Source: an optimization exercise on an open RTL-to-GDS flow (aim: small area). Production flows keep margins and buffers that such runs may drop.
Function was checked by simulation only, so behaviour that the tests miss may differ from the original.
Power figures rest on the tool's default switching activity, not on a simulated workload.

**design.v**
```verilog
package rxTxPkg;
   typedef struct packed {
      logic [7:0]            marker;
      logic [7:0]            channel;
      logic [15:0]           seqNum;
      logic [7:0]            length;       
      logic [55:0]           reserved;
      logic [32-1:0] seed;
   } pktHeader_t;
   typedef union packed {
      pktHeader_t                 header;
      logic [3:0][32-1:0] sample;    
   } pktWord_u;
endpackage
`timescale 1ns/1ns
module rxTxCore (
   input  logic                  lcbClk,
   input  logic                  reset,
   input  logic [16-1:0] lcbAddress,
   input  logic [32-1:0] lcbDataIn,
   input  logic                  lcbWrite,
   input  logic                  lcbRead,
   input  logic                  lcbCoreSelect,
   output logic [32-1:0] lcbDataOut,
   output logic                  lcbAck,
   input  logic                  trigIn,
   input  logic                  c2sFifoFull,
   output logic [128-1:0] c2sData,
   output logic                  c2sWrite
);
   localparam int NC = 4;
   logic       strobe, wrAcc, rdAcc, chanHit, globId, globScr;
   logic [1:0] aCh;
   logic [3:0] aOff;
   assign strobe  = lcbCoreSelect & (lcbWrite | lcbRead);
   assign wrAcc   = lcbCoreSelect & lcbWrite;
   assign rdAcc   = lcbCoreSelect & lcbRead;
   assign chanHit = (lcbAddress[15:12] == 4'h1);
   assign globId  = (lcbAddress == 16'h0000);
   assign globScr = (lcbAddress == 16'h0004);
   assign aCh     = lcbAddress[9:8];
   assign aOff    = lcbAddress[3:0];
   logic       selId, selScr, selCtrl, selLen, selSeed, selCnt;
   logic [1:0] selCh;
   logic [32-1:0] scratch;
   always_ff @(posedge lcbClk or posedge reset)
   begin
      if (reset)
      begin
         lcbAck  <= 1'b0;
         scratch <= '0;
      end
      else
      begin
         lcbAck <= strobe;
         if (wrAcc && globScr)
            scratch <= lcbDataIn;
      end
   end
   always_ff @(posedge lcbClk)
   begin
      selId   <= rdAcc & globId;
      selScr  <= rdAcc & globScr;
      selCtrl <= rdAcc & chanHit & (aOff == 4'h0);
      selLen  <= rdAcc & chanHit & (aOff == 4'h4);
      selSeed <= rdAcc & chanHit & (aOff == 4'h8);
      selCnt  <= rdAcc & chanHit & (aOff == 4'hC);
      selCh   <= aCh;
   end
   logic [NC-1:0]                 enable;
   logic [NC-1:0][3:0]            lenReg;
   logic [NC-1:0][32-1:0] seedReg;
   logic [NC-1:0][32-1:0] pktCount;
   logic [NC-1:0]                 busy;
   logic [NC-1:0][3:0]            capLen;
   logic [NC-1:0][32-1:0] capSeed;
   logic [NC-1:0]                 start;
   logic [NC-1:0]                 done;      
   logic       locked;
   logic [1:0] lastCh;       
   logic       hdrOut;       
   logic [3:0] wordOut;      
   logic       pending;      
   logic [32-1:0] curCount;
   assign pending  = c2sWrite & ~locked;
   assign curCount = pktCount[lastCh];
   for (genvar i = 0; i < NC; i++)
   begin : genChan
      logic wsel;
      assign wsel     = wrAcc & chanHit & (aCh == 2'(i));
      assign start[i] = trigIn & enable[i] & ~busy[i];
      always_ff @(posedge lcbClk or posedge reset)
      begin
         if (reset)
         begin
            enable[i]   <= 1'b0;
            lenReg[i]   <= 4'd1;
            seedReg[i]  <= '0;
            pktCount[i] <= '0;
            busy[i]     <= 1'b0;
         end
         else
         begin
            if (wsel && aOff == 4'h0) enable[i]  <= lcbDataIn[0];
            if (wsel && aOff == 4'h4)  lenReg[i]  <= lcbDataIn[3:0];
            if (wsel && aOff == 4'h8) seedReg[i] <= lcbDataIn;
            if (pending && lastCh == 2'(i))  pktCount[i] <= curCount + 32'd1;
            if (start[i])
               busy[i] <= 1'b1;
            else if (done[i])
               busy[i] <= 1'b0;
         end
      end
      always_ff @(posedge lcbClk)
      begin
         if (start[i])
         begin
            capLen[i]  <= lenReg[i];
            capSeed[i] <= seedReg[i];
         end
      end
   end
   logic [1:0] pickIdx, cand, curIdx;
   logic       pickValid, grant, lastWord;
   logic [3:0] ownLen;
   always_comb
   begin
      pickIdx   = lastCh;
      pickValid = 1'b0;
      for (int k = NC; k > 0; k--)
      begin
         cand = lastCh + 2'(k);
         if (busy[cand])
         begin
            pickIdx   = cand;
            pickValid = 1'b1;
         end
      end
   end
   assign ownLen   = capLen[lastCh];
   assign curIdx   = locked ? lastCh : pickIdx;
   assign grant    = (locked | pickValid) & ~c2sFifoFull;
   assign lastWord = locked ? (hdrOut ? (ownLen == 4'd1) : (wordOut + 4'd2 == ownLen))
                            : (capLen[pickIdx] == 4'd0);
   assign done     = (grant & lastWord) ? (NC'(1) << curIdx) : '0;
   always_ff @(posedge lcbClk or posedge reset)
   begin
      if (reset)
      begin
         locked   <= 1'b0;
         lastCh   <= '0;
         c2sWrite <= 1'b0;
      end
      else
      begin
         c2sWrite <= grant;
         if (grant)
         begin
            locked <= ~lastWord;
            lastCh <= curIdx;
         end
      end
   end
   always_ff @(posedge lcbClk)
   begin
      if (grant)
      begin
         hdrOut  <= ~locked;
         wordOut <= (locked & ~hdrOut) ? wordOut + 4'd1 : 4'd0;
      end
   end
   logic [32-1:0] selSeed2, base;
   logic [29:0]           baseUp, baseInc;
   logic [1:0]            lo;
   logic [32-1:0] s1, s2, s3;
   assign selSeed2 = capSeed[lastCh];
   assign lo       = selSeed2[1:0];
   assign baseUp   = selSeed2[31:2] + {26'd0, wordOut};
   assign baseInc  = baseUp + 30'd1;
   assign base     = {baseUp, lo};
   assign s1       = {(lo == 2'd3) ? baseInc : baseUp, lo + 2'd1};
   assign s2       = {lo[1] ? baseInc : baseUp, ~lo[1], lo[0]};
   assign s3       = {(lo != 2'd0) ? baseInc : baseUp, lo + 2'd3};
   always_comb
   begin
      if (hdrOut)
         c2sData = {8'hA5, 6'd0, lastCh, curCount[15:0], 4'd0, ownLen, 56'd0, base};
      else
         c2sData = {s3, s2, s1, base};
   end
   always_comb
   begin
      lcbDataOut = '0;
      if (selId)   lcbDataOut = lcbDataOut | 32'h52580001;
      if (selScr)  lcbDataOut = lcbDataOut | scratch;
      if (selCtrl) lcbDataOut = lcbDataOut | {31'd0, enable[selCh]};
      if (selLen)  lcbDataOut = lcbDataOut | {28'd0, lenReg[selCh]};
      if (selSeed) lcbDataOut = lcbDataOut | seedReg[selCh];
      if (selCnt)  lcbDataOut = lcbDataOut | pktCount[selCh];
   end
endmodule
```
**run.sh**
```bash
#!/bin/bash
# synth_recipe.tcl (not shown) runs the flow's synth.tcl, then flattens the netlist and writes it again
# the make line also repeats each setting of config.mk as NAME=value (left out here)
make -C /OpenROAD-flow-scripts/flow DESIGN_CONFIG=/design/flow/config.mk WORK_HOME=/design/flow/orfs CLKGATE_MAP_FILE= SYNTH_SCRIPT=/design/flow/synth_recipe.tcl finish
```
**config.mk**
```make
export PLATFORM = sky130hd
export DESIGN_NAME = rxTxCore
export DESIGN_NICKNAME = rxTxCore
export VERILOG_FILES = /design/flow/design.v
export SDC_FILE = /design/flow/constraint.sdc
export NUM_CORES = 4
export LEC_CHECK = 0
export CAP_MARGIN = 20
export CORE_MARGIN = 2
export CORE_UTILIZATION = 40
export SLEW_MARGIN = 20
```
**constraint.sdc**
```tcl
create_clock -name core_clock -period 6.0 [get_ports {lcbClk}]
set_input_delay 1.2000 -clock core_clock [delete_from_list [all_inputs] [get_ports {lcbClk}]]
set_output_delay 1.2000 -clock core_clock [all_outputs]
set_load 0.01 [all_outputs]
```
==> summary.md <==
| Metric | Value |
|---|---|
| Hold WS | 0.462 ns |
| Post-Syn Instances | about 1900 |
| CP Launch Type | flop |
| Rel. slew slack | 0.276 |
| Layout cell share with drive strength beyond 1 | 0.271 |
| HP Class | flop to flop |
| Seq cells post-synth | 474 |
| Die H | 250 um |
| Initial drt markers | 1362 |
| Die Width | 250 um |
| Clock transition at the registers of the reported paths | ~0.06 ns |
| Crit path max fanout | 7 |
| Slew @ Worst Pin | 1.09 ns |
| Area grow syn2layout | 23.1% |
| Clk network pwr share | 0.342 |
| Max-slew violations | 0 |
| Clk sink count | between 400 and 500 |
| Post-route cell area | 29800 sq um |
| Sw power | 2.80 mW |
| Post-Layout Cell Count | approximately 3000 |
| WP data required | around 4.8 ns |
| LEAKAGE | 12.5 nW |
| Post-Place Cells | about 2900 |
| Number of vias per cell | 5.69 |
| CP Cell Sequence | mux4_2 > ha_2 > inv_1 > fa_2 > nor2b_4 > o21a_4 > o211ai_1 > xnor2_1 > and4_4 > and4_4 > buf_4 > nand4_1 > nor2_1 > mux2_2 > clkdlybuf4s50_1 |
| Max incr delay on CP | 0.52 ns |
| Critical Path End Type | output port |
| Setup TNS | 0 ns |
| N_diodes | 0 |
| Vias in the first global route | 17500 |
| Crit path kind | flop to output port |
| Fin. Hold Viols | 0 |
| Skew final | 0.0284 ns |
| Tcrit/Tclk final | 0.985 |
| Initial antenna violation count | 1 |
| Die area | 62400 sq um |
| Starting density of the core | 0.403 |
| Core footprint | ~60000 sq um |
| Number of synthesized flops with an enable pin | 149 |
| Synth cell types | 71 |
| Clock root cell | clkbuf_16 |
| Sw frac | 0.305 |
| Average wire per standard cell | 24.4 um |
| Gr ovfl total | 0 |
| CTS tree | done |
| CTS Buffer Depth | 3 |
| Internal power | 6.38 mW |
| DP Area | 27500 sq um |
| Predominant post-synthesis flop cell | dfrtp_1 |
| First-pass GRT wire length | about 110000 um |
| Flop pwr share | 0.380 |
| Run status | finished clean |
| Max-cap violation count | 0 |
| Crit path DAT | 4.71 ns |
| DR pass1 iterations | 7 |
| RSZ-0062 raised after global routing | true |
| VDD IR max | 0.189 mV |
| Core Util, Final | 0.496 |
| Fmax | 0.169 GHz |
| # nets final | 2251 |
| Syn nets | 2005 |
| RD Place Congestion | 0.948 |
| Final WL | about 73000 um |
| Worst Reg-to-Reg Cells | 11 |
| Antenna-violating nets left | 0 |
| Synth Cell Area | 24200 sq um |
| Setup-failing EPs final | 0 |
| Clock latency (worst-skew pair) | 0.59 ns |
| Seq/Total Area, Yosys | 0.520 |
| # DRC | 0 |
| All-Layer GR Usage | 0.232 |
| Vias post-DR | 17100 |
| Async set or reset register ratio after synthesis | 0.669 |
| Pin count of the biggest net entering global routing | 176 |
| Detailed placement HPWL | 48800 um |
| CTS H-Tree Depth | 2 |
| Logic pwr share | 0.277 |
| Fin crit period | 5.91 ns |
| Ports | 217 |
| Worst path slowest cell | dfrtp_4 |
| CP dominant cell by count | and4_4 |
| Syn. warnings | 1 |
| Hold Path Cell Cnt | 0 |
| Cts hold-fix bufs | 0 |
| IO Port Bufs | about 220 |
| Avg Cell Area, Syn | ~12 sq um |
| CTS Buf Count | 48 |
| Pwr Density | 309 nW/um^2 |
| FP Rows | 90 |
critical path, delay by kind of cell (launching register included):
kind	cells	cell delay, ns
DFF	1	0.52
xor gates and xnor gates	1	0.26
AOI/OAI and AO/OA	2	0.31
buffers and inverters	3	0.70
and+or+nand+nor	5	1.08
adders and majority gates	2	0.57
muxes	2	0.70
path summary, 6_finish.rpt:
check                                 start            to  slack [ns]
worst max-delay path              lastCh[0]   c2sData[86]        0.09
worst min-delay path            seedReg[73]   capSeed[73]        0.46
worst max register to register    lastCh[0]  pktCount[63]        1.96
worst min register to register  seedReg[73]   capSeed[73]        0.46
max in group asynchronous             reset     lastCh[0]        3.80
min in group asynchronous             reset   scratch[25]        1.19
flip-flops by register name, indices dropped and copies added, names as in the netlist:
register  flops
selId         1
selCtrl       1
selCnt        1
busy          4
capSeed     128
capLen       16
wordOut       4
enable        4
selSeed       1
seedReg     128
selLen        1
selCh         2
lastCh        2
locked        1
lenReg       16
hdrOut        1
pktCount    128
lcbAck        1
selScr        1
c2sWrite      1
scratch      32
cells in the final DEF, fill, tap and decap left out, types with 10 or more instances in the layout:
master             n
a21oi_1           29
a222oi_1          23
a22oi_1           13
and2_1            13
and3_1            17
buf_4             74
clkbuf_16         51
clkdlybuf4s50_1  196
clkinv_2          14
dfrtp_1          311
edfxtp_1         149
ha_1              10
inv_1             60
mux2_2           195
mux2i_1           15
mux4_2           136
nand2_1          216
nand2b_1          10
nand3_1           29
nand4_1           20
nor2_1           111
nor2b_1           17
nor3_1            33
nor4_4            12
o21ai_0          145
xnor2_1           74
xor2_1            32
logic make-up after synthesis:
| family | count (synthesis) | synth area share |
|---|---|---|
| adders and majority gates | 15 | 0.00807 |
| xor gates and xnor gates | 113 | 0.0416 |
| muxes | 352 | 0.227 |
| and+or+nand+nor | 555 | 0.112 |
| AOI/OAI and AO/OA | 253 | 0.0623 |
| buffers and inverters | 173 | 0.0299 |
| DFF | 474 | 0.520 |
area by class of cell:
cell class	instances	area, sq um
fillers	5215	30300
flip-flops and latches	474	12600
well taps	782	978
clock buffers	62	1380
repair buffers	304	2940
clock inverters	28	304
multi-input cells	1290	11300
inverters	63	240
what timing repair did:
item,CTS,global route
pin swaps,10,17
setup buffers,10,13
resized for setup,66,54
gates cloned,1,2
setup endpoints to repair,41,37
through the flow:
stage               setup WS (ns)  power [mW]
CTS                       -0.0831        9.16
global placement           0.0460        5.98
finish                     0.0885        9.19
global route              -0.0966        9.55
detailed placement        -0.0658        5.99
floorplan                  0.0189        4.93
synth_stat cells, types with 20 or more instances:
cell type  count  area [sq um]
dfrtp_1      313          7830
xnor2_1       78           683
xor2_1        33           289
o21ai_0      149           746
a222oi_1      23           230
mux4_2       136          3060
clkbuf_1      77           289
mux2_2       195          2200
inv_1         62           233
nor2_1       115           432
a21oi_1       30           150
nor3_1        40           200
nand4_1       20           125
nand3_1       29           145
edfxtp_1     149          4470
nand2_1      223           837
routing by layer:
metal | part of all wire | global-route usage
met1 | 0.43 | 0.316
met2 | 0.49 | 0.394
met3 | 0.063 | 0.0370
met4 | 0.021 | 0.0513
met5 | 0.00015 | 0
power by group through the flow:
stage | clock network [mW] | registers (mW) | logic [mW]
after floorplan | 0 | 3.51 | 1.43
after global placement | 0 | 3.55 | 2.43
after detailed placement | 0 | 3.56 | 2.44
after CTS | 3.20 | 3.49 | 2.47
after global routing | 3.32 | 3.50 | 2.72
final | 3.15 | 3.49 | 2.55

[static timing again, ports no longer ideal]
The flow's constraints put no driver on any port. The routed layout listed below was extracted and timed again, unchanged, in two steps.
Step 1 sets driving cells, clkbuf_16 on the clock port and buf_2 on the other inputs (assumed; they add their load-dependent delay and slew).
Step 2 moves the port delays by t, midway between the first and last clock arrival at a register: inputs arrive t later, outputs are due t later. That takes back most of the time a late clock gives input paths.
Slacks: no drivers / after step 1 / after step 2; pairs: no drivers / after step 1.
shift t [ns]: 0.633
slack for setup (ns): 0.089 / 0.031 / 0.665
worst setup path at the end: register to output
slew at the worst register clock pin (ns): 0.06 / 0.06
pins driven straight from the clock port: 1
After both steps this run still meets setup and hold. For this run, drivers alone change the setup slack by -0.058 ns; drivers and shift together by +0.576 ns.
